This is an optimization exercise on Yosys and OpenROAD, whose aim is small area, not a production implementation. The RTL of this run was laid out without a check of its function.

[config.mk]
export PLATFORM = sky130hd
export DESIGN_NAME = overlay_top
export DESIGN_NICKNAME = overlay_top
export VERILOG_FILES = /design/flow/design.v
export SDC_FILE = /design/flow/constraint.sdc
export NUM_CORES = 4
export LEC_CHECK = 0
export CAP_MARGIN = 20
export CORE_MARGIN = 2
export CORE_UTILIZATION = 40
export CTS_BUF_LIST = sky130_fd_sc_hd__clkbuf_16
export CTS_CLUSTER_DIAMETER = 80
export CTS_CLUSTER_SIZE = 25
export SLEW_MARGIN = 20
export SYNTH_HIERARCHICAL = 1
[constraint.sdc]
create_clock -name core_clock -period 10.0 [get_ports {clk}]
set_input_delay 2.0000 -clock core_clock [delete_from_list [all_inputs] [get_ports {clk}]]
set_output_delay 2.0000 -clock core_clock [all_outputs]
set_load 0.01 [all_outputs]
[design.v]
package overlay_pkg;
    typedef logic [10-1:0] coord_t;
    typedef coord_t [12-1:0] region_coords_t;
    typedef logic [2*(10+1)-1:0] area_t;
    typedef logic [7-1:0] shade_t;
    typedef logic [12-1:0] region_mask_t;
endpackage
module box_snapshot (
    input  logic                        clk,
    input  logic                        reset,
    input  logic                        vsync_i,
    input  logic [12-1:0][10-1:0] min_x_i,
    input  logic [12-1:0][10-1:0] max_x_i,
    input  logic [12-1:0][10-1:0] min_y_i,
    input  logic [12-1:0][10-1:0] max_y_i,
    output logic [12-1:0][10-1:0] snap_min_x_o,
    output logic [12-1:0][10-1:0] snap_max_x_o,
    output logic [12-1:0][10-1:0] snap_min_y_o,
    output logic [12-1:0][10-1:0] snap_max_y_o,
    output logic [12/2-1:0][10-1:0] next_min_x_o,
    output logic [12/2-1:0][10-1:0] next_max_x_o,
    output logic [12/2-1:0][10-1:0] next_min_y_o,
    output logic [12/2-1:0][10-1:0] next_max_y_o,
    output logic                        take_snap_o,
    output logic                        loaded_o
);
    localparam int H = 12 / 2;
    logic       vsync_meta;
    logic       vsync_sync;
    logic       vsync_prev;
    logic       vsync_end;
    logic       vsync_end_next;
    logic [2:0] event_cnt;
    logic [2:0] event_cnt_next;
    logic       take_snap;
    always_ff @(posedge clk or posedge reset) begin
        if (reset) begin
            vsync_meta <= 1'b0;
            vsync_sync <= 1'b0;
            vsync_prev <= 1'b0;
        end else begin
            vsync_meta <= vsync_i;
            vsync_sync <= vsync_meta;
            vsync_prev <= vsync_sync;
        end
    end
    assign vsync_end = vsync_prev & ~vsync_sync;
    always_comb begin
        if (take_snap) begin
            event_cnt_next = '0;
        end else if (vsync_end) begin
            event_cnt_next = event_cnt + 3'd1;
        end else begin
            event_cnt_next = event_cnt;
        end
    end
    always_ff @(posedge clk or posedge reset) begin
        if (reset) begin
            event_cnt <= '0;
        end else begin
            event_cnt <= event_cnt_next;
        end
    end
    assign vsync_end_next = vsync_sync & ~vsync_meta;
    always_ff @(posedge clk or posedge reset) begin
        if (reset) begin
            take_snap <= 1'b0;
            loaded_o  <= 1'b0;
        end else begin
            take_snap <= vsync_end_next && (event_cnt_next == 3'(5 - 1));
            if (take_snap) loaded_o <= 1'b1;
        end
    end
    assign take_snap_o = take_snap;
    always_comb begin
        for (int k = 0; k < H; k++) begin
            next_min_x_o[k] = take_snap ? min_x_i[k] : snap_min_x_o[k + H];
            next_max_x_o[k] = take_snap ? max_x_i[k] : snap_max_x_o[k + H];
            next_min_y_o[k] = take_snap ? min_y_i[k] : snap_min_y_o[k + H];
            next_max_y_o[k] = take_snap ? max_y_i[k] : snap_max_y_o[k + H];
        end
    end
    always_ff @(posedge clk) begin
        for (int k = 0; k < H; k++) begin
            snap_min_x_o[k] <= next_min_x_o[k];
            snap_max_x_o[k] <= next_max_x_o[k];
            snap_min_y_o[k] <= next_min_y_o[k];
            snap_max_y_o[k] <= next_max_y_o[k];
            snap_min_x_o[k + H] <= take_snap ? min_x_i[k + H] : snap_min_x_o[k];
            snap_max_x_o[k + H] <= take_snap ? max_x_i[k + H] : snap_max_x_o[k];
            snap_min_y_o[k + H] <= take_snap ? min_y_i[k + H] : snap_min_y_o[k];
            snap_max_y_o[k + H] <= take_snap ? max_y_i[k + H] : snap_max_y_o[k];
        end
    end
endmodule
module box_area_filter (
    input  logic                        clk,
    input  logic                        reset,
    input  logic [12/2-1:0][10-1:0] next_min_x_i,
    input  logic [12/2-1:0][10-1:0] next_max_x_i,
    input  logic [12/2-1:0][10-1:0] next_min_y_i,
    input  logic [12/2-1:0][10-1:0] next_max_y_i,
    input  logic                        take_snap_i,
    input  logic                        loaded_i,
    input  logic [15-1:0]    area_thresh_i,
    output overlay_pkg::region_mask_t   region_valid_o
);
    localparam int H = 12 / 2;
    logic [16:0]  unit_a [H];
    logic [16:0]  area_p [H];
    logic [16:0]  area_q [H];
    logic [14:0]  thresh;
    logic [14:0]  thresh_q;
    logic         loaded_q;
    logic         after_snap_q;
    logic         odd;
    logic         odd_q;
    logic [H-1:0] keep_x_d;
    logic [H-1:0] keep_x_q;
    logic [H-1:0] keep_p;
    logic [H-1:0] keep_q;
    logic [H-1:0] valid_p;
    logic [H-1:0] valid_q;
    for (genvar k = 0; k < H; k++) begin : g_unit
        box_area_unit u_unit (
            .x0     (next_min_x_i[k]),
            .x1     (next_max_x_i[k]),
            .y0     (next_min_y_i[k]),
            .y1     (next_max_y_i[k]),
            .is_box (unit_a[k][16]),
            .sat    (unit_a[k][15]),
            .low    (unit_a[k][14:0])
        );
    end
    assign thresh = (area_thresh_i != '0) ? area_thresh_i : 15'(16);
    function automatic logic ge15(input logic [14:0] a, input logic [14:0] b);
        logic ge;
        ge = 1'b1;
        for (int i = 0; i < 15; i++) begin
            ge = (a[i] & ~b[i]) | (a[i] & ge) | (~b[i] & ge);
        end
        ge15 = ge;
    endfunction
    function automatic logic keep(input logic [16:0] a, input logic [14:0] t);
        keep = a[16] & (a[15] | ge15(a[14:0], t));
    endfunction
    always_ff @(posedge clk) begin
        for (int k = 0; k < H; k++) begin
            area_p[k] <= unit_a[k];
            area_q[k] <= area_p[k];
        end
        thresh_q <= thresh;
        keep_x_q <= keep_x_d;
    end
    always_ff @(posedge clk or posedge reset) begin
        if (reset) begin
            odd          <= 1'b0;
            odd_q        <= 1'b0;
            after_snap_q <= 1'b0;
            loaded_q     <= 1'b0;
        end else begin
            odd          <= take_snap_i | ~odd;
            odd_q        <= odd;
            after_snap_q <= take_snap_i;
            loaded_q     <= loaded_i;
        end
    end
    always_comb begin
        for (int k = 0; k < H; k++) begin
            keep_x_d[k] = keep(area_q[k], thresh);
            keep_p[k]   = keep(area_p[k], thresh_q);
            keep_q[k]   = keep(area_q[k], thresh_q);
            if (after_snap_q) begin
                valid_p[k] = odd_q ? keep_q[k] : keep_x_q[k];
                valid_q[k] = odd_q ? keep_x_q[k] : keep_q[k];
            end else begin
                valid_p[k] = keep_p[k];
                valid_q[k] = keep_q[k];
            end
        end
    end
    assign region_valid_o = loaded_q ? {valid_q, valid_p} : '0;
endmodule
module box_area_unit (
    input  logic [9:0]  x0, x1, y0, y1,
    output logic        is_box,
    output logic        sat,
    output logic [14:0] low
);
    logic big;
    logic [16:0] p;
    logic [9:0] dx, dy, hx, hy;
    logic [9:0] nb1;
    logic [9:0] nb38;
    logic n2, n3, n4, n5, n6, n7, n8, n9, n10, n11, n12, n13, n14, n15, n16, n17;
    logic n18, n19, n20, n21, n22, n23, n24, n25, n26, n27, n28, n29, n30, n31, n32, n33;
    logic n34, n35, n36, n37, n39, n40, n41, n42, n43, n44, n45, n46, n47, n48, n49, n50;
    logic n51, n52, n53, n54, n55, n56, n57, n58, n59, n60, n61, n62, n63, n64, n65, n66;
    logic n67, n68, n69, n70, n71, n72, n73, n74, n168, n169, n170, n171, n172, n173, n174, n175;
    logic n176, n177, n178, n179, n180, n181, n182, n183, n184, n185, n186, n187, n188, n189, n190, n191;
    logic n192, n193, n194, n195, n196, n197, n198, n199, n200, n201, n202, n203, n204, n205, n206, n207;
    logic n208, n209, n210, n211, n212, n213, n214, n215, n216, n217, n218, n219, n220, n221, n222, n223;
    logic n224, n225, n226, n227, n228, n229, n230, n231, n232, n233, n234, n235, n236, n237, n238, n239;
    logic n240, n241, n242, n243, n244, n245, n246, n247, n248, n249, n250, n251, n252, n253, n254, n255;
    logic n256, n257, n258, n259, n260, n261, n262, n263, n264, n265, n266, n267, n268, n269, n270, n271;
    logic n272, n273, n274, n275, n276, n277, n278, n279, n280, n281, n282, n283, n284, n285, n286, n287;
    logic n288, n289, n290, n291, n292, n293, n294, n295, n296, n297, n298, n299, n300, n301, n302, n303;
    logic n304, n305, n306, n307, n308, n309, n310, n311, n312, n313, n314, n315, n316, n317, n318, n319;
    logic n320, n321, n322, n323, n324, n325, n326, n327, n328, n329, n330, n331, n332, n333, n334, n335;
    logic n336, n337, n338, n339, n340, n341, n342, n343, n344, n345, n346, n347, n348, n349, n350, n351;
    logic n352, n353, n354, n355, n356, n357, n358, n359, n360, n361, n362, p75, p76, p77, p78, p79;
    logic p80, p81, p82, p83, p84, p85, p86, p87, p88, p89, p90, p91, p92, p93, p94, p95;
    logic p96, p97, p98, p99, p100, p101, p102, p103, p104, p105, p106, p107, p108, p109, p110, p111;
    logic p112, p113, p114, p115, p116, p117, p118, p119, p120, p121, p122, p123, p124, p125, p126, p127;
    logic p128, p129, p130, p131, p132, p133, p134, p135, p136, p137, p138, p139, p140, p141, p142, p143;
    logic p144, p145, p146, p147, p148, p149, p150, p151, p152, p153, p154, p155, p156, p157, p158, p159;
    logic p160, p161, p162, p163, p164, p165, p166, p167;
    assign nb1 = ~x0;
    ovl_fa u_n2 (.a(x1[0]), .b(nb1[0]), .c(1'b1), .s(n2), .co(n3));
    ovl_fa u_n4 (.a(x1[1]), .b(nb1[1]), .c(n3), .s(n4), .co(n5));
    ovl_fa u_n6 (.a(x1[2]), .b(nb1[2]), .c(n5), .s(n6), .co(n7));
    ovl_fa u_n8 (.a(x1[3]), .b(nb1[3]), .c(n7), .s(n8), .co(n9));
    ovl_fa u_n10 (.a(x1[4]), .b(nb1[4]), .c(n9), .s(n10), .co(n11));
    ovl_fa u_n12 (.a(x1[5]), .b(nb1[5]), .c(1'b0), .s(n12), .co(n13));
    ovl_fa u_n14 (.a(x1[6]), .b(nb1[6]), .c(n13), .s(n14), .co(n15));
    ovl_fa u_n16 (.a(x1[7]), .b(nb1[7]), .c(n15), .s(n16), .co(n17));
    ovl_fa u_n18 (.a(x1[8]), .b(nb1[8]), .c(n17), .s(n18), .co(n19));
    ovl_fa u_n20 (.a(x1[9]), .b(nb1[9]), .c(n19), .s(n20), .co(n21));
    ovl_fa u_n22 (.a(x1[5]), .b(nb1[5]), .c(1'b1), .s(n22), .co(n23));
    ovl_fa u_n24 (.a(x1[6]), .b(nb1[6]), .c(n23), .s(n24), .co(n25));
    ovl_fa u_n26 (.a(x1[7]), .b(nb1[7]), .c(n25), .s(n26), .co(n27));
    ovl_fa u_n28 (.a(x1[8]), .b(nb1[8]), .c(n27), .s(n28), .co(n29));
    ovl_fa u_n30 (.a(x1[9]), .b(nb1[9]), .c(n29), .s(n30), .co(n31));
    assign n32 = n11 ? n22 : n12;
    assign n33 = n11 ? n24 : n14;
    assign n34 = n11 ? n26 : n16;
    assign n35 = n11 ? n28 : n18;
    assign n36 = n11 ? n30 : n20;
    assign n37 = n11 ? n31 : n21;
    assign nb38 = ~y0;
    ovl_fa u_n39 (.a(y1[0]), .b(nb38[0]), .c(1'b1), .s(n39), .co(n40));
    ovl_fa u_n41 (.a(y1[1]), .b(nb38[1]), .c(n40), .s(n41), .co(n42));
    ovl_fa u_n43 (.a(y1[2]), .b(nb38[2]), .c(n42), .s(n43), .co(n44));
    ovl_fa u_n45 (.a(y1[3]), .b(nb38[3]), .c(n44), .s(n45), .co(n46));
    ovl_fa u_n47 (.a(y1[4]), .b(nb38[4]), .c(n46), .s(n47), .co(n48));
    ovl_fa u_n49 (.a(y1[5]), .b(nb38[5]), .c(1'b0), .s(n49), .co(n50));
    ovl_fa u_n51 (.a(y1[6]), .b(nb38[6]), .c(n50), .s(n51), .co(n52));
    ovl_fa u_n53 (.a(y1[7]), .b(nb38[7]), .c(n52), .s(n53), .co(n54));
    ovl_fa u_n55 (.a(y1[8]), .b(nb38[8]), .c(n54), .s(n55), .co(n56));
    ovl_fa u_n57 (.a(y1[9]), .b(nb38[9]), .c(n56), .s(n57), .co(n58));
    ovl_fa u_n59 (.a(y1[5]), .b(nb38[5]), .c(1'b1), .s(n59), .co(n60));
    ovl_fa u_n61 (.a(y1[6]), .b(nb38[6]), .c(n60), .s(n61), .co(n62));
    ovl_fa u_n63 (.a(y1[7]), .b(nb38[7]), .c(n62), .s(n63), .co(n64));
    ovl_fa u_n65 (.a(y1[8]), .b(nb38[8]), .c(n64), .s(n65), .co(n66));
    ovl_fa u_n67 (.a(y1[9]), .b(nb38[9]), .c(n66), .s(n67), .co(n68));
    assign n69 = n48 ? n59 : n49;
    assign n70 = n48 ? n61 : n51;
    assign n71 = n48 ? n63 : n53;
    assign n72 = n48 ? n65 : n55;
    assign n73 = n48 ? n67 : n57;
    assign n74 = n48 ? n68 : n58;
    assign p75 = n4 & n41;
    assign p76 = n4 & n43;
    assign p77 = n4 & n45;
    assign p78 = n4 & n47;
    assign p79 = n4 & n69;
    assign p80 = n4 & n70;
    assign p81 = n4 & n71;
    assign p82 = n4 & n72;
    assign p83 = n4 & n73;
    assign p84 = n6 & n41;
    assign p85 = n6 & n43;
    assign p86 = n6 & n45;
    assign p87 = n6 & n47;
    assign p88 = n6 & n69;
    assign p89 = n6 & n70;
    assign p90 = n6 & n71;
    assign p91 = n6 & n72;
    assign p92 = n6 & n73;
    assign p93 = n8 & n41;
    assign p94 = n8 & n43;
    assign p95 = n8 & n45;
    assign p96 = n8 & n47;
    assign p97 = n8 & n69;
    assign p98 = n8 & n70;
    assign p99 = n8 & n71;
    assign p100 = n8 & n72;
    assign p101 = n8 & n73;
    assign p102 = n10 & n41;
    assign p103 = n10 & n43;
    assign p104 = n10 & n45;
    assign p105 = n10 & n47;
    assign p106 = n10 & n69;
    assign p107 = n10 & n70;
    assign p108 = n10 & n71;
    assign p109 = n10 & n72;
    assign p110 = n10 & n73;
    assign p111 = n32 & n41;
    assign p112 = n32 & n43;
    assign p113 = n32 & n45;
    assign p114 = n32 & n47;
    assign p115 = n32 & n69;
    assign p116 = n32 & n70;
    assign p117 = n32 & n71;
    assign p118 = n32 & n72;
    assign p119 = n32 & n73;
    assign p120 = n33 & n41;
    assign p121 = n33 & n43;
    assign p122 = n33 & n45;
    assign p123 = n33 & n47;
    assign p124 = n33 & n69;
    assign p125 = n33 & n70;
    assign p126 = n33 & n71;
    assign p127 = n33 & n72;
    assign p128 = n34 & n41;
    assign p129 = n34 & n43;
    assign p130 = n34 & n45;
    assign p131 = n34 & n47;
    assign p132 = n34 & n69;
    assign p133 = n34 & n70;
    assign p134 = n34 & n71;
    assign p135 = n35 & n41;
    assign p136 = n35 & n43;
    assign p137 = n35 & n45;
    assign p138 = n35 & n47;
    assign p139 = n35 & n69;
    assign p140 = n35 & n70;
    assign p141 = n36 & n41;
    assign p142 = n36 & n43;
    assign p143 = n36 & n45;
    assign p144 = n36 & n47;
    assign p145 = n36 & n69;
    assign p146 = n39 ? n2 : n4;
    assign p147 = n39 ? n4 : n6;
    assign p148 = n39 ? n6 : n8;
    assign p149 = n39 ? n8 : n10;
    assign p150 = n39 ? n10 : n32;
    assign p151 = n39 ? n32 : n33;
    assign p152 = n39 ? n33 : n34;
    assign p153 = n39 ? n34 : n35;
    assign p154 = n39 ? n35 : n36;
    assign p155 = n39 & n36;
    assign p156 = ~n2 & n41;
    assign p157 = n2 ? n41 : n43;
    assign p158 = n2 ? n43 : n45;
    assign p159 = n2 ? n45 : n47;
    assign p160 = n2 ? n47 : n69;
    assign p161 = n2 ? n69 : n70;
    assign p162 = n2 ? n70 : n71;
    assign p163 = n2 ? n71 : n72;
    assign p164 = n2 ? n72 : n73;
    assign p165 = n2 & n73;
    assign p166 = ~(n2 | n39);
    assign p167 = n2 | n39;
    ovl_ha u_n168 (.a(p106), .b(p114), .s(n168), .co(n169));
    ovl_fa u_n170 (.a(p107), .b(p115), .c(p123), .s(n170), .co(n171));
    ovl_ha u_n172 (.a(p130), .b(p136), .s(n172), .co(n173));
    ovl_ha u_n174 (.a(p100), .b(p108), .s(n174), .co(n175));
    ovl_ha u_n176 (.a(p95), .b(p103), .s(n176), .co(n177));
    ovl_fa u_n178 (.a(p104), .b(p96), .c(p112), .s(n178), .co(n179));
    ovl_ha u_n180 (.a(p120), .b(p80), .s(n180), .co(n181));
    ovl_fa u_n182 (.a(p105), .b(p113), .c(p121), .s(n182), .co(n183));
    ovl_fa u_n184 (.a(p128), .b(p81), .c(p89), .s(n184), .co(n185));
    ovl_ha u_n186 (.a(p97), .b(p153), .s(n186), .co(n187));
    ovl_fa u_n188 (.a(p122), .b(p129), .c(p135), .s(n188), .co(n189));
    ovl_fa u_n190 (.a(p82), .b(p90), .c(p98), .s(n190), .co(n191));
    ovl_fa u_n192 (.a(p154), .b(p164), .c(n168), .s(n192), .co(n193));
    ovl_fa u_n194 (.a(p91), .b(p99), .c(p141), .s(n194), .co(n195));
    ovl_fa u_n196 (.a(p83), .b(p155), .c(p165), .s(n196), .co(n197));
    ovl_fa u_n198 (.a(n169), .b(n172), .c(n170), .s(n198), .co(n199));
    ovl_fa u_n200 (.a(p116), .b(p124), .c(p131), .s(n200), .co(n201));
    ovl_fa u_n202 (.a(p137), .b(p142), .c(p92), .s(n202), .co(n203));
    ovl_fa u_n204 (.a(n173), .b(n174), .c(n171), .s(n204), .co(n205));
    ovl_fa u_n206 (.a(p109), .b(p117), .c(p125), .s(n206), .co(n207));
    ovl_fa u_n208 (.a(p132), .b(p138), .c(p101), .s(n208), .co(n209));
    ovl_ha u_n210 (.a(p143), .b(n175), .s(n210), .co(n211));
    ovl_fa u_n212 (.a(p118), .b(p126), .c(p133), .s(n212), .co(n213));
    ovl_ha u_n214 (.a(p139), .b(p110), .s(n214), .co(n215));
    ovl_ha u_n216 (.a(p127), .b(p134), .s(n216), .co(n217));
    ovl_ha u_n218 (.a(p85), .b(p77), .s(n218), .co(n219));
    ovl_fa u_n220 (.a(p86), .b(p94), .c(p102), .s(n220), .co(n221));
    ovl_ha u_n222 (.a(p78), .b(p150), .s(n222), .co(n223));
    ovl_fa u_n224 (.a(p87), .b(p111), .c(p79), .s(n224), .co(n225));
    ovl_fa u_n226 (.a(n176), .b(p151), .c(p161), .s(n226), .co(n227));
    ovl_fa u_n228 (.a(n177), .b(p88), .c(p152), .s(n228), .co(n229));
    ovl_fa u_n230 (.a(p162), .b(n180), .c(n178), .s(n230), .co(n231));
    ovl_fa u_n232 (.a(p163), .b(n181), .c(n186), .s(n232), .co(n233));
    ovl_fa u_n234 (.a(n179), .b(n182), .c(n184), .s(n234), .co(n235));
    ovl_fa u_n236 (.a(n187), .b(n183), .c(n185), .s(n236), .co(n237));
    ovl_fa u_n238 (.a(n188), .b(n190), .c(n192), .s(n238), .co(n239));
    ovl_fa u_n240 (.a(n189), .b(n191), .c(n194), .s(n240), .co(n241));
    ovl_fa u_n242 (.a(n196), .b(n193), .c(n198), .s(n242), .co(n243));
    ovl_fa u_n244 (.a(n195), .b(n200), .c(n202), .s(n244), .co(n245));
    ovl_fa u_n246 (.a(n197), .b(n199), .c(n204), .s(n246), .co(n247));
    ovl_fa u_n248 (.a(n201), .b(n203), .c(n206), .s(n248), .co(n249));
    ovl_fa u_n250 (.a(n210), .b(n208), .c(n205), .s(n250), .co(n251));
    ovl_fa u_n252 (.a(p144), .b(n214), .c(n207), .s(n252), .co(n253));
    ovl_fa u_n254 (.a(n211), .b(n209), .c(n212), .s(n254), .co(n255));
    ovl_fa u_n256 (.a(p140), .b(p119), .c(p145), .s(n256), .co(n257));
    ovl_fa u_n258 (.a(n216), .b(n215), .c(n213), .s(n258), .co(n259));
    ovl_ha u_n260 (.a(p76), .b(p84), .s(n260), .co(n261));
    ovl_fa u_n262 (.a(p93), .b(n218), .c(p149), .s(n262), .co(n263));
    ovl_fa u_n264 (.a(n219), .b(p160), .c(n220), .s(n264), .co(n265));
    ovl_fa u_n266 (.a(n221), .b(n223), .c(n224), .s(n266), .co(n267));
    ovl_fa u_n268 (.a(n225), .b(n227), .c(n228), .s(n268), .co(n269));
    ovl_fa u_n270 (.a(n229), .b(n232), .c(n231), .s(n270), .co(n271));
    ovl_fa u_n272 (.a(n233), .b(n235), .c(n236), .s(n272), .co(n273));
    ovl_fa u_n274 (.a(n237), .b(n240), .c(n239), .s(n274), .co(n275));
    ovl_fa u_n276 (.a(n241), .b(n244), .c(n243), .s(n276), .co(n277));
    ovl_fa u_n278 (.a(n245), .b(n248), .c(n247), .s(n278), .co(n279));
    ovl_fa u_n280 (.a(n249), .b(n252), .c(n254), .s(n280), .co(n281));
    ovl_fa u_n282 (.a(n256), .b(n253), .c(n255), .s(n282), .co(n283));
    ovl_ha u_n284 (.a(n217), .b(n257), .s(n284), .co(n285));
    ovl_ha u_n286 (.a(p167), .b(p146), .s(n286), .co(n287));
    ovl_fa u_n288 (.a(p75), .b(p147), .c(p157), .s(n288), .co(n289));
    ovl_fa u_n290 (.a(n260), .b(p148), .c(p158), .s(n290), .co(n291));
    ovl_fa u_n292 (.a(n261), .b(p159), .c(n262), .s(n292), .co(n293));
    ovl_fa u_n294 (.a(n263), .b(n222), .c(n264), .s(n294), .co(n295));
    ovl_fa u_n296 (.a(n226), .b(n265), .c(n266), .s(n296), .co(n297));
    ovl_fa u_n298 (.a(n267), .b(n230), .c(n268), .s(n298), .co(n299));
    ovl_fa u_n300 (.a(n234), .b(n269), .c(n270), .s(n300), .co(n301));
    ovl_fa u_n302 (.a(n238), .b(n271), .c(n272), .s(n302), .co(n303));
    ovl_fa u_n304 (.a(n273), .b(n242), .c(n274), .s(n304), .co(n305));
    ovl_fa u_n306 (.a(n246), .b(n275), .c(n276), .s(n306), .co(n307));
    ovl_fa u_n308 (.a(n250), .b(n278), .c(n277), .s(n308), .co(n309));
    ovl_fa u_n310 (.a(n251), .b(n280), .c(n279), .s(n310), .co(n311));
    ovl_fa u_n312 (.a(n258), .b(n281), .c(n282), .s(n312), .co(n313));
    ovl_fa u_n314 (.a(n284), .b(n259), .c(n283), .s(n314), .co(n315));
    ovl_ha u_n316 (.a(p156), .b(n286), .s(n316), .co(n317));
    ovl_fa u_n318 (.a(n287), .b(n288), .c(n317), .s(n318), .co(n319));
    ovl_fa u_n320 (.a(n289), .b(n290), .c(n319), .s(n320), .co(n321));
    ovl_fa u_n322 (.a(n291), .b(n292), .c(n321), .s(n322), .co(n323));
    ovl_fa u_n324 (.a(n293), .b(n294), .c(n323), .s(n324), .co(n325));
    ovl_fa u_n326 (.a(n295), .b(n296), .c(n325), .s(n326), .co(n327));
    ovl_fa u_n328 (.a(n297), .b(n298), .c(n327), .s(n328), .co(n329));
    ovl_fa u_n330 (.a(n299), .b(n300), .c(n329), .s(n330), .co(n331));
    ovl_fa u_n332 (.a(n301), .b(n302), .c(n331), .s(n332), .co(n333));
    ovl_fa u_n334 (.a(n303), .b(n304), .c(n333), .s(n334), .co(n335));
    ovl_fa u_n336 (.a(n305), .b(n306), .c(n335), .s(n336), .co(n337));
    ovl_fa u_n338 (.a(n307), .b(n308), .c(1'b0), .s(n338), .co(n339));
    ovl_fa u_n340 (.a(n309), .b(n310), .c(n339), .s(n340), .co(n341));
    ovl_fa u_n342 (.a(n312), .b(n311), .c(n341), .s(n342), .co(n343));
    ovl_fa u_n344 (.a(n314), .b(n313), .c(n343), .s(n344), .co(n345));
    ovl_fa u_n346 (.a(n285), .b(n315), .c(n345), .s(n346), .co(n347));
    ovl_fa u_n348 (.a(n307), .b(n308), .c(1'b1), .s(n348), .co(n349));
    ovl_fa u_n350 (.a(n309), .b(n310), .c(n349), .s(n350), .co(n351));
    ovl_fa u_n352 (.a(n312), .b(n311), .c(n351), .s(n352), .co(n353));
    ovl_fa u_n354 (.a(n314), .b(n313), .c(n353), .s(n354), .co(n355));
    ovl_fa u_n356 (.a(n285), .b(n315), .c(n355), .s(n356), .co(n357));
    assign n358 = n337 ? n348 : n338;
    assign n359 = n337 ? n350 : n340;
    assign n360 = n337 ? n352 : n342;
    assign n361 = n337 ? n354 : n344;
    assign n362 = n337 ? n356 : n346;
    assign dx = {n36, n35, n34, n33, n32, n10, n8, n6, n4, n2};
    assign dy = {n73, n72, n71, n70, n69, n47, n45, n43, n41, n39};
    assign p = {n362, n361, n360, n359, n358, n336, n334, n332, n330, n328, n326, n324, n322, n320, n318, n316, p166};
    assign hx[9] = dx[9];
    assign hy[9] = dy[9];
    assign hx[8] = hx[9] | dx[8];
    assign hy[8] = hy[9] | dy[8];
    assign hx[7] = hx[8] | dx[7];
    assign hy[7] = hy[8] | dy[7];
    assign hx[6] = hx[7] | dx[6];
    assign hy[6] = hy[7] | dy[6];
    assign hx[5] = hx[6] | dx[5];
    assign hy[5] = hy[6] | dy[5];
    assign hx[4] = hx[5] | dx[4];
    assign hy[4] = hy[5] | dy[4];
    assign hx[3] = hx[4] | dx[3];
    assign hy[3] = hy[4] | dy[3];
    assign hx[2] = hx[3] | dx[2];
    assign hy[2] = hy[3] | dy[2];
    assign hx[1] = hx[2] | dx[1];
    assign hy[1] = hy[2] | dy[1];
    assign hx[0] = hx[1] | dx[0];
    assign hy[0] = hy[1] | dy[0];
    assign big = (hx[6] & hy[9]) | (hx[7] & hy[8]) | (hx[8] & hy[7]) | (hx[9] & hy[6]);
    assign is_box = n37 & n74 & (x0 != 10'd641) & (y0 != 10'd641);
    assign sat = big | p[16] | p[15];
    assign low = p[14:0];
endmodule
module ovl_fa (input logic a, b, c, output logic s, co);
    assign s  = a ^ b ^ c;
    assign co = (a & b) | (a & c) | (b & c);
endmodule
module ovl_ha (input logic a, b, output logic s, co);
    assign s  = a ^ b;
    assign co = a & b;
endmodule
module box_outline (
    input  logic                        clk,
    input  logic                        reset,
    input  overlay_pkg::coord_t         draw_x_i,
    input  overlay_pkg::coord_t         draw_y_i,
    input  logic [12-1:0][10-1:0] snap_min_x_i,
    input  logic [12-1:0][10-1:0] snap_max_x_i,
    input  logic [12-1:0][10-1:0] snap_min_y_i,
    input  logic [12-1:0][10-1:0] snap_max_y_i,
    input  overlay_pkg::region_mask_t   region_valid_i,
    output logic                        outline_hit_o
);
    function automatic logic [1:0] cmp(input logic [9:0] a, input logic [9:0] b);
        logic ge, eq, p;
        ge = 1'b1;
        eq = 1'b1;
        for (int i = 0; i < 10; i++) begin
            p  = ~(a[i] ^ b[i]);
            ge = p ? ge : a[i];
            eq = eq & p;
        end
        cmp = {ge, eq};
    endfunction
    logic [1:0] cx0 [12];
    logic [1:0] cx1 [12];
    logic [1:0] cy0 [12];
    logic [1:0] cy1 [12];
    overlay_pkg::region_mask_t region_hit;
    always_comb begin
        for (int r = 0; r < 12; r++) begin
            cx0[r] = cmp(draw_x_i, snap_min_x_i[r]);
            cx1[r] = cmp(snap_max_x_i[r], draw_x_i);
            cy0[r] = cmp(draw_y_i, snap_min_y_i[r]);
            cy1[r] = cmp(snap_max_y_i[r], draw_y_i);
            region_hit[r] = region_valid_i[r] &
                (((cy0[r][0] | cy1[r][0]) & cx0[r][1] & cx1[r][1]) |
                 ((cx0[r][0] | cx1[r][0]) & cy0[r][1] & cy1[r][1]));
        end
    end
    always_ff @(posedge clk or posedge reset) begin
        if (reset) begin
            outline_hit_o <= 1'b0;
        end else begin
            outline_hit_o <= |region_hit;
        end
    end
endmodule
module pixel_shade (
    input  logic                 clk,
    input  logic                 reset,
    input  logic [8-1:0] pixel_i,
    input  overlay_pkg::shade_t  brightness_i,
    input  logic                 outline_hit_i,
    input  logic                 highlight_i,
    output overlay_pkg::shade_t  red_o,
    output overlay_pkg::shade_t  green_o,
    output overlay_pkg::shade_t  blue_o
);
    overlay_pkg::shade_t       gray_d;
    overlay_pkg::shade_t       gray_q;
    overlay_pkg::shade_t       gray_out_q;
    logic                      red_q;
    gray_mul u_gray_mul (
        .a (pixel_i[8-1 -: 7]),
        .b (brightness_i),
        .p (gray_d)
    );
    always_ff @(posedge clk or posedge reset) begin
        if (reset) begin
            gray_q     <= '0;
            gray_out_q <= '0;
            red_q      <= 1'b0;
        end else begin
            gray_q     <= gray_d;
            gray_out_q <= gray_q;
            red_q      <= outline_hit_i & highlight_i;
        end
    end
    assign red_o   = gray_out_q | {7{red_q}};
    assign green_o = gray_out_q & {7{~red_q}};
    assign blue_o  = green_o;
endmodule
module gray_mul (
    input  logic [6:0] a,
    input  logic [6:0] b,
    output logic [6:0] p
);
    logic g1, g2, g3, g4, g5, g6, g7, g8, g9, g10, g11, g12, g13, g14, g15, g16;
    logic g17, g18, g19, g20, g21, g22, g23, g24, g25, g26, g27, g28, g29, g30, g31, g32;
    logic g33, g34, g35, g36, g37, g38, g39, g40, g41, g42, g43, g44, g45, g46, g47, g48;
    logic g49, g50, g51, g52, g53, g54, g55, g56, g57, g58, g59, g60, g61, g62, g63, g64;
    logic g65, g66, g67, g68, g69, g70, g71, g72, g73, g74, g75, g76, g77, g78, g79, g80;
    logic g81, g82, g83, g84, g85, g86, g87, g88, g89, g90, g91, g92, g93, g94, g95, g96;
    logic g97, g98, g99, g100, g101, g102, g103, g104, g105, g106, g107, g108, g109, g110, g111, g112;
    logic g113, g114, g115, g116, g117, g118, g119, g120, g121, g122, g123, g124, g125, g126, g127, g128;
    logic g129, g130, g131, g132, g133;
    assign g1 = a[0] & b[0];
    assign g2 = a[0] & b[1];
    assign g3 = a[0] & b[2];
    assign g4 = a[0] & b[3];
    assign g5 = a[0] & b[4];
    assign g6 = a[0] & b[5];
    assign g7 = a[0] & b[6];
    assign g8 = a[1] & b[0];
    assign g9 = a[1] & b[1];
    assign g10 = a[1] & b[2];
    assign g11 = a[1] & b[3];
    assign g12 = a[1] & b[4];
    assign g13 = a[1] & b[5];
    assign g14 = a[1] & b[6];
    assign g15 = a[2] & b[0];
    assign g16 = a[2] & b[1];
    assign g17 = a[2] & b[2];
    assign g18 = a[2] & b[3];
    assign g19 = a[2] & b[4];
    assign g20 = a[2] & b[5];
    assign g21 = a[2] & b[6];
    assign g22 = a[3] & b[0];
    assign g23 = a[3] & b[1];
    assign g24 = a[3] & b[2];
    assign g25 = a[3] & b[3];
    assign g26 = a[3] & b[4];
    assign g27 = a[3] & b[5];
    assign g28 = a[3] & b[6];
    assign g29 = a[4] & b[0];
    assign g30 = a[4] & b[1];
    assign g31 = a[4] & b[2];
    assign g32 = a[4] & b[3];
    assign g33 = a[4] & b[4];
    assign g34 = a[4] & b[5];
    assign g35 = a[4] & b[6];
    assign g36 = a[5] & b[0];
    assign g37 = a[5] & b[1];
    assign g38 = a[5] & b[2];
    assign g39 = a[5] & b[3];
    assign g40 = a[5] & b[4];
    assign g41 = a[5] & b[5];
    assign g42 = a[5] & b[6];
    assign g43 = a[6] & b[0];
    assign g44 = a[6] & b[1];
    assign g45 = a[6] & b[2];
    assign g46 = a[6] & b[3];
    assign g47 = a[6] & b[4];
    assign g48 = a[6] & b[5];
    assign g49 = a[6] & b[6];
    ovl_ha u_g50 (.a(g7), .b(g13), .s(g50), .co(g51));
    ovl_ha u_g52 (.a(g14), .b(g20), .s(g52), .co(g53));
    ovl_ha u_g54 (.a(g5), .b(g11), .s(g54), .co(g55));
    ovl_fa u_g56 (.a(g6), .b(g12), .c(g18), .s(g56), .co(g57));
    ovl_ha u_g58 (.a(g24), .b(g30), .s(g58), .co(g59));
    ovl_fa u_g60 (.a(g50), .b(g19), .c(g25), .s(g60), .co(g61));
    ovl_fa u_g62 (.a(g31), .b(g37), .c(g43), .s(g62), .co(g63));
    ovl_fa u_g64 (.a(g51), .b(g52), .c(g26), .s(g64), .co(g65));
    ovl_fa u_g66 (.a(g32), .b(g38), .c(g44), .s(g66), .co(g67));
    ovl_fa u_g68 (.a(g53), .b(g21), .c(g27), .s(g68), .co(g69));
    ovl_fa u_g70 (.a(g33), .b(g39), .c(g45), .s(g70), .co(g71));
    ovl_fa u_g72 (.a(g28), .b(g34), .c(g40), .s(g72), .co(g73));
    ovl_ha u_g74 (.a(g4), .b(g10), .s(g74), .co(g75));
    ovl_fa u_g76 (.a(g54), .b(g17), .c(g23), .s(g76), .co(g77));
    ovl_fa u_g78 (.a(g55), .b(g56), .c(g58), .s(g78), .co(g79));
    ovl_fa u_g80 (.a(g57), .b(g59), .c(g60), .s(g80), .co(g81));
    ovl_fa u_g82 (.a(g61), .b(g63), .c(g64), .s(g82), .co(g83));
    ovl_fa u_g84 (.a(g65), .b(g67), .c(g68), .s(g84), .co(g85));
    ovl_fa u_g86 (.a(g69), .b(g71), .c(g72), .s(g86), .co(g87));
    ovl_fa u_g88 (.a(g73), .b(g35), .c(g41), .s(g88), .co(g89));
    ovl_ha u_g90 (.a(g3), .b(g9), .s(g90), .co(g91));
    ovl_fa u_g92 (.a(g74), .b(g16), .c(g22), .s(g92), .co(g93));
    ovl_fa u_g94 (.a(g75), .b(g76), .c(g29), .s(g94), .co(g95));
    ovl_fa u_g96 (.a(g77), .b(g78), .c(g36), .s(g96), .co(g97));
    ovl_fa u_g98 (.a(g79), .b(g80), .c(g62), .s(g98), .co(g99));
    ovl_fa u_g100 (.a(g81), .b(g82), .c(g66), .s(g100), .co(g101));
    ovl_fa u_g102 (.a(g83), .b(g84), .c(g70), .s(g102), .co(g103));
    ovl_fa u_g104 (.a(g85), .b(g86), .c(g46), .s(g104), .co(g105));
    ovl_fa u_g106 (.a(g87), .b(g88), .c(g47), .s(g106), .co(g107));
    ovl_fa u_g108 (.a(g89), .b(g42), .c(g48), .s(g108), .co(g109));
    ovl_ha u_g110 (.a(g2), .b(g8), .s(g110), .co(g111));
    ovl_fa u_g112 (.a(g90), .b(g15), .c(g111), .s(g112), .co(g113));
    ovl_fa u_g114 (.a(g91), .b(g92), .c(g113), .s(g114), .co(g115));
    ovl_fa u_g116 (.a(g93), .b(g94), .c(g115), .s(g116), .co(g117));
    ovl_fa u_g118 (.a(g95), .b(g96), .c(g117), .s(g118), .co(g119));
    ovl_fa u_g120 (.a(g97), .b(g98), .c(g119), .s(g120), .co(g121));
    ovl_fa u_g122 (.a(g99), .b(g100), .c(g121), .s(g122), .co(g123));
    ovl_fa u_g124 (.a(g101), .b(g102), .c(g123), .s(g124), .co(g125));
    ovl_fa u_g126 (.a(g103), .b(g104), .c(g125), .s(g126), .co(g127));
    ovl_fa u_g128 (.a(g105), .b(g106), .c(g127), .s(g128), .co(g129));
    ovl_fa u_g130 (.a(g107), .b(g108), .c(g129), .s(g130), .co(g131));
    ovl_fa u_g132 (.a(g109), .b(g49), .c(g131), .s(g132), .co(g133));
    assign p = {g133, g132, g130, g128, g126, g124, g122};
endmodule
module overlay_top (
    input  logic                        clk,
    input  logic                        reset,
    input  logic                        vsync_i,
    input  logic [12-1:0][10-1:0] region_min_x_i,
    input  logic [12-1:0][10-1:0] region_max_x_i,
    input  logic [12-1:0][10-1:0] region_min_y_i,
    input  logic [12-1:0][10-1:0] region_max_y_i,
    input  overlay_pkg::coord_t         draw_x_i,
    input  overlay_pkg::coord_t         draw_y_i,
    input  logic [8-1:0]       pixel_i,
    input  overlay_pkg::shade_t         brightness_i,
    input  logic [15-1:0]    area_thresh_i,
    input  logic                        highlight_i,
    output overlay_pkg::shade_t         red_o,
    output overlay_pkg::shade_t         green_o,
    output overlay_pkg::shade_t         blue_o
);
    logic [12-1:0][10-1:0] snap_min_x;
    logic [12-1:0][10-1:0] snap_max_x;
    logic [12-1:0][10-1:0] snap_min_y;
    logic [12-1:0][10-1:0] snap_max_y;
    logic [12/2-1:0][10-1:0] next_min_x;
    logic [12/2-1:0][10-1:0] next_max_x;
    logic [12/2-1:0][10-1:0] next_min_y;
    logic [12/2-1:0][10-1:0] next_max_y;
    logic                        take_snap;
    logic                        loaded;
    overlay_pkg::region_mask_t   region_valid;
    logic                        outline_hit;
    box_snapshot u_box_snapshot (
        .clk          (clk),
        .reset        (reset),
        .vsync_i      (vsync_i),
        .min_x_i      (region_min_x_i),
        .max_x_i      (region_max_x_i),
        .min_y_i      (region_min_y_i),
        .max_y_i      (region_max_y_i),
        .snap_min_x_o (snap_min_x),
        .snap_max_x_o (snap_max_x),
        .snap_min_y_o (snap_min_y),
        .snap_max_y_o (snap_max_y),
        .next_min_x_o (next_min_x),
        .next_max_x_o (next_max_x),
        .next_min_y_o (next_min_y),
        .next_max_y_o (next_max_y),
        .take_snap_o  (take_snap),
        .loaded_o     (loaded)
    );
    box_area_filter u_box_area_filter (
        .clk            (clk),
        .reset          (reset),
        .next_min_x_i   (next_min_x),
        .next_max_x_i   (next_max_x),
        .next_min_y_i   (next_min_y),
        .next_max_y_i   (next_max_y),
        .take_snap_i    (take_snap),
        .loaded_i       (loaded),
        .area_thresh_i  (area_thresh_i),
        .region_valid_o (region_valid)
    );
    box_outline u_box_outline (
        .clk            (clk),
        .reset          (reset),
        .draw_x_i       (draw_x_i),
        .draw_y_i       (draw_y_i),
        .snap_min_x_i   (snap_min_x),
        .snap_max_x_i   (snap_max_x),
        .snap_min_y_i   (snap_min_y),
        .snap_max_y_i   (snap_max_y),
        .region_valid_i (region_valid),
        .outline_hit_o  (outline_hit)
    );
    pixel_shade u_pixel_shade (
        .clk           (clk),
        .reset         (reset),
        .pixel_i       (pixel_i),
        .brightness_i  (brightness_i),
        .outline_hit_i (outline_hit),
        .highlight_i   (highlight_i),
        .red_o         (red_o),
        .green_o       (green_o),
        .blue_o        (blue_o)
    );
endmodule
[flow/run.sh]
#!/bin/bash
# The standard layout, with the smallest buffer (buf_1) as the port buffer
# instead of the delay buffer buffer_ports picks on its own.  Every input and
# output still gets its own buffer.
set -euo pipefail
export BUFFER_PORTS_ARGS="-buffer_cell sky130_fd_sc_hd__buf_1"
bash standard.sh finish > standard_flow.log 2>&1
[standard.sh]
#!/bin/bash
# synth_recipe.tcl (not shown) runs the flow's synth.tcl, then flattens the netlist and writes it again
# the make line also repeats each setting of config.mk as NAME=value (left out here)
make -C /OpenROAD-flow-scripts/flow DESIGN_CONFIG=/design/flow/config.mk WORK_HOME=/design/flow/orfs CLKGATE_MAP_FILE= SYNTH_SCRIPT=/design/flow/synth_recipe.tcl "${@:-finish}"
==> results.py <==
metrics = {
    "clocking": {
        "cts.sinks": 733,
        "htreeDepth": 2,
        "cts_tree": "built",
        "cts_resized": 0,
        "hold_buffers": 0,
        "clock_latency_ps": 740,
        "postCtsSetupRepairBufs": 0,
        "clock_path_buffers": 3,
        "clkTransAtPathRegs_ps": 80,
        "cts_buffers": 56,
        "cts_root_buf": "clkbuf_16",
    },
    "detailed_routing": {
        "drc_errors": 0,
        "via_per_inst": 5.665,
        "drtIter0Drc": 4066,
        "wire_per_inst_um": 26.48,
        "ant_nets": 0,
        "wirelength_um": 212600,
        "vias": 45480,
        "drtPass1Iterations": 6,
    },
    "timing": {
        "setup_tns_ps": 0,
        "rsz0062_at_grt": "no",
        "fmax_mhz": 103.4,
        "drv_slew": 0,
        "finalClockSkew_ps": 74.11,
        "setup_viol": 0,
        "fin_crit_sh_pct": 96.73,
        "relSlewSlack_pct": 16.08,
        "final.setup.worst_slack_ps": 327.5,
        "min_period_ps": 9673,
        "max_slew.worst_pin.slew_ps": 1243,
        "final_hold_viol_count": 0,
    },
    "grt": {
        "grt_usage_pct": 28.06,
        "antenna_found_initial": 21,
        "grt_pass1_wl_um": 312500,
        "grt_max_degree": 50,
        "grt_pass1_vias": 47280,
        "overflow": 0,
    },
    "critical_path": {
        "crit_chain": "buf_1 > mux2_2 > fa_1 > fa_1 > fa_1 > fa_1 > fa_1 > buf_4 > mux2i_4 > buf_4 > nor2_1 > fa_1 > fa_1 > fa_1 > fa_1 > fa_1 > fa_1 > fa_1 > fa_1 > fa_1 > nor3b_1 > o22ai_1 > or4_1",
        "critPathTopFamily": "adder cells",
        "worstPathMaxFanout": 8,
        "cp_num_buf_inv": 3,
        "end_kind": "flip-flop",
        "start_kind": "input port",
        "worstSetupPathDepth": 23,
        "worstPathArrival_ps": 10220,
        "critical-path-slowest-cell": "fa_1",
        "regToRegSetupSlack_ps": 580,
        "crit_type": "in2reg",
        "path_common_cell": "fa_1",
        "r2r_cells": 23,
        "required_ps": 10550,
        "max_stage_delay_ps": 580,
    },
    "final_layout": {
        "drive_above_1_share_pct": 17.16,
        "syn_to_final_growth_pct": 11.33,
        "layoutNonFillerInstCount": 8028,
        "design_area_mm2": 0.06524,
        "nNetsFinal": 7426,
    },
    "floorplanning": {
        "core_area_mm2": 0.1456,
        "num_rows": 140,
        "die_area_mm2": 0.1496,
        "initial_utilization_pct": 40.26,
        "die_x_um": 386.8,
        "dieHeight_um": 386.8,
        "pin_count": 555,
    },
    "place": {
        "place_hpwl_um": 171300,
        "io_buffers": 553,
        "pre_cts_ws_ps": -329.1,
        "numPlacedInstances": 7910,
        "place_congestion": 0.9714,
        "placed_cell_area_mm2": 0.06299,
    },
    "synthesis": {
        "async_reset_ff_share_pct": 3.820,
        "synth.distinct_cells": 97,
        "yosysSeqAreaShare_pct": 25.28,
        "synth-main-ff-cell": "dfxtp_1",
        "synth_cells": 5521,
        "synthTopCellsByArea": "dfxtp_1 24%, fa_1 24%, mux2_2 10%, nor2b_1 3.4%, ha_1 3.1%",
        "syn_area_mm2": 0.05860,
        "synth_edf_count": 0,
        "yosysWarnings": 19,
        "yosysTopAreaCell": "dfxtp_1",
        "synth_top_area_share_pct": 24.08,
        "avgSynthCellArea_um2": 10.61,
        "ys_ff_latch": 733,
    },
    "hold_path": {
        "min_path_cells": 0,
        "worstHoldPathType": "reg2reg",
    },
    "outcome": {
        "status": "no timing/DRC/antenna violations",
    },
    "flow_run": {
        "maxCapViolCount": 0,
    },
}
## Yosys stat by module (local to each module, per instance), a selection
module	flip-flops and latches	times used	area, µm²	cells inside
box_snapshot	488	1	15920	1036
box_outline	1	1	10820	1623
box_area_filter	229	1	8835	908
box_area_unit	0	6	1167	178
pixel_shade	15	1	541.8	39
gray_mul	0	1	352.8	55
ovl_fa	0	695	20.02	1
ovl_ha	0	97	12.51	1
## metal layers
metal	up-vias	track usage (%)	part of all wire [%]
li1	19920	-	-
met1	22970	36.94	41
met2	2130	43.37	44
met3	455	5.610	8.4
met4	8	15.17	6.3
met5	-	0	0.027
## final cells by class
type                            count  area (µm²)
Tap cell                         1917        2399
Sequential cell                   733       14820
Timing Repair Buffer              834        4354
Inverter                          368        1381
Antenna cell                       14       35.03
Multi-Input combinational cell   4058       40040
Clock buffer                       58        1451
Fill cell                       13830       80330
Clock inverter                     46       764.5
## worst paths after layout
| kind | startpoint | to |
|---|---|---|
| max in group asynchronous | reset | u_pixel_shade.red_q |
| hold / removal | u_pixel_shade.gray_q[1] | u_pixel_shade.gray_out_q[1] |
| min in group asynchronous | reset | u_box_outline.outline_hit_o |
| hold reg to reg | u_pixel_shade.gray_q[1] | u_pixel_shade.gray_out_q[1] |
| setup reg to reg | u_box_snapshot.take_snap | u_box_area_filter.area_p[5][15] |
| setup / recovery | region_max_y_i[30] | u_box_area_filter.area_p[3][15] |
## logic make-up after synthesis
kind of cell,after synthesis,synth area share [%]
compound gates,765,9.258
buf+inv,766,6.640
flops,733,25.28
xor+xnor,168,2.511
mux,662,13.08
other cells,12,0.07686
simple gates,1368,12.67
fa+ha+maj,1047,30.49
## synth_stat cells (57+ instances only)
master,instances
a21oi_1,131
and2_1,142
buf_2,67
buf_4,121
buf_6,63
clkbuf_1,122
dfxtp_1,705
fa_1,695
ha_1,146
inv_1,349
maj3_1,152
mux2_2,528
mux2i_1,104
nand2_1,171
nand2b_1,123
nor2_1,317
nor2b_1,321
nor4_1,57
o21ai_0,121
o22ai_1,72
xnor2_1,79
xor2_1,89
## flip-flops by register name, summed over array words and instances, names as in the netlist
register and count:
u_box_area_filter.loaded_q 1, u_pixel_shade.red_q 1, u_box_area_filter.keep_x_q 6, u_box_snapshot.snap_min_x_o 120, u_box_snapshot.snap_min_y_o 120, u_box_area_filter.thresh_q 15, u_box_area_filter.area_p 102, u_pixel_shade.gray_q 7
u_box_snapshot.snap_max_y_o 120, u_box_area_filter.odd_q 1, u_box_snapshot.vsync_meta 1, u_pixel_shade.gray_out_q 7, u_box_snapshot.event_cnt 3, u_box_area_filter.odd 1, u_box_snapshot.vsync_sync 1, u_box_outline.outline_hit_o 1
u_box_snapshot.vsync_prev 1, u_box_area_filter.area_q 102, u_box_area_filter.after_snap_q 1, u_box_snapshot.take_snap 1, u_box_snapshot.snap_max_x_o 120, u_box_snapshot.loaded_o 1
## cell usage in the layout, fill, tap and decap left out, drive strengths merged, types with 20 or more instances in the layout
| master | Yosys | layout |
|---|---|---|
| fa | 695 | 695 |
| nand4 | 28 | 28 |
| nand2b | 123 | 123 |
| mux2 | 528 | 528 |
| a221oi | 41 | 41 |
| nor4 | 57 | 57 |
| nand2 | 171 | 171 |
| xor2 | 89 | 89 |
| a22o | 31 | 31 |
| clkinv | 2 | 25 |
| o21ai | 133 | 133 |
| conb | 12 | 48 |
| xnor2 | 79 | 79 |
| nor3 | 49 | 49 |
| a21oi | 131 | 131 |
| a22oi | 43 | 43 |
| dfxtp | 705 | 705 |
| inv | 366 | 384 |
| buf | 275 | 819 |
| nand3 | 40 | 40 |
| ha | 146 | 146 |
| o221ai | 52 | 52 |
| dfrtp | 28 | 28 |
| and2 | 142 | 142 |
| nor2 | 317 | 317 |
| a31oi | 21 | 21 |
| a2111oi | 26 | 26 |
| o22ai | 72 | 72 |
| clkbuf | 122 | 73 |
| mux2i | 134 | 134 |
| maj3 | 206 | 206 |
| nor2b | 321 | 321 |
| or4 | 25 | 25 |
| o211ai | 20 | 20 |
## per-stage QoR
step	utilization, %	hold slack (ps)
after floorplan	-	322.6
after global placement	43.27	330.4
after detailed placement	43.27	336.2
after CTS	44.79	353.6
after global routing	44.81	357.9
final	44.82	352.4

static timing again, ports no longer ideal:
In the flow no input, the clock included, has a driving cell. The finished layout below was timed again as built, in two steps. Step 1 assumes that a clkbuf_16 drives the clock port and a buf_2 every other input. Step 2, shift: input delay + t, output delay - t, t = (earliest + latest rising clock arrival at the registers) / 2. This alone moves slack from input paths to output paths. a / b / c = no drivers / after step 1 / after step 2; a / b = the first two.
t, ns: 0.776
setup slack, ns: 0.327 / 0.383 / -0.394
worst setup path at the end: input to register
slew at the worst register clock pin (ns): 0.10 / 0.10
Met with ideal ports but missed after step 2: setup timing in this run. The setup slack of this run moves by +0.056 ns with the drivers and by -0.721 ns with both steps.
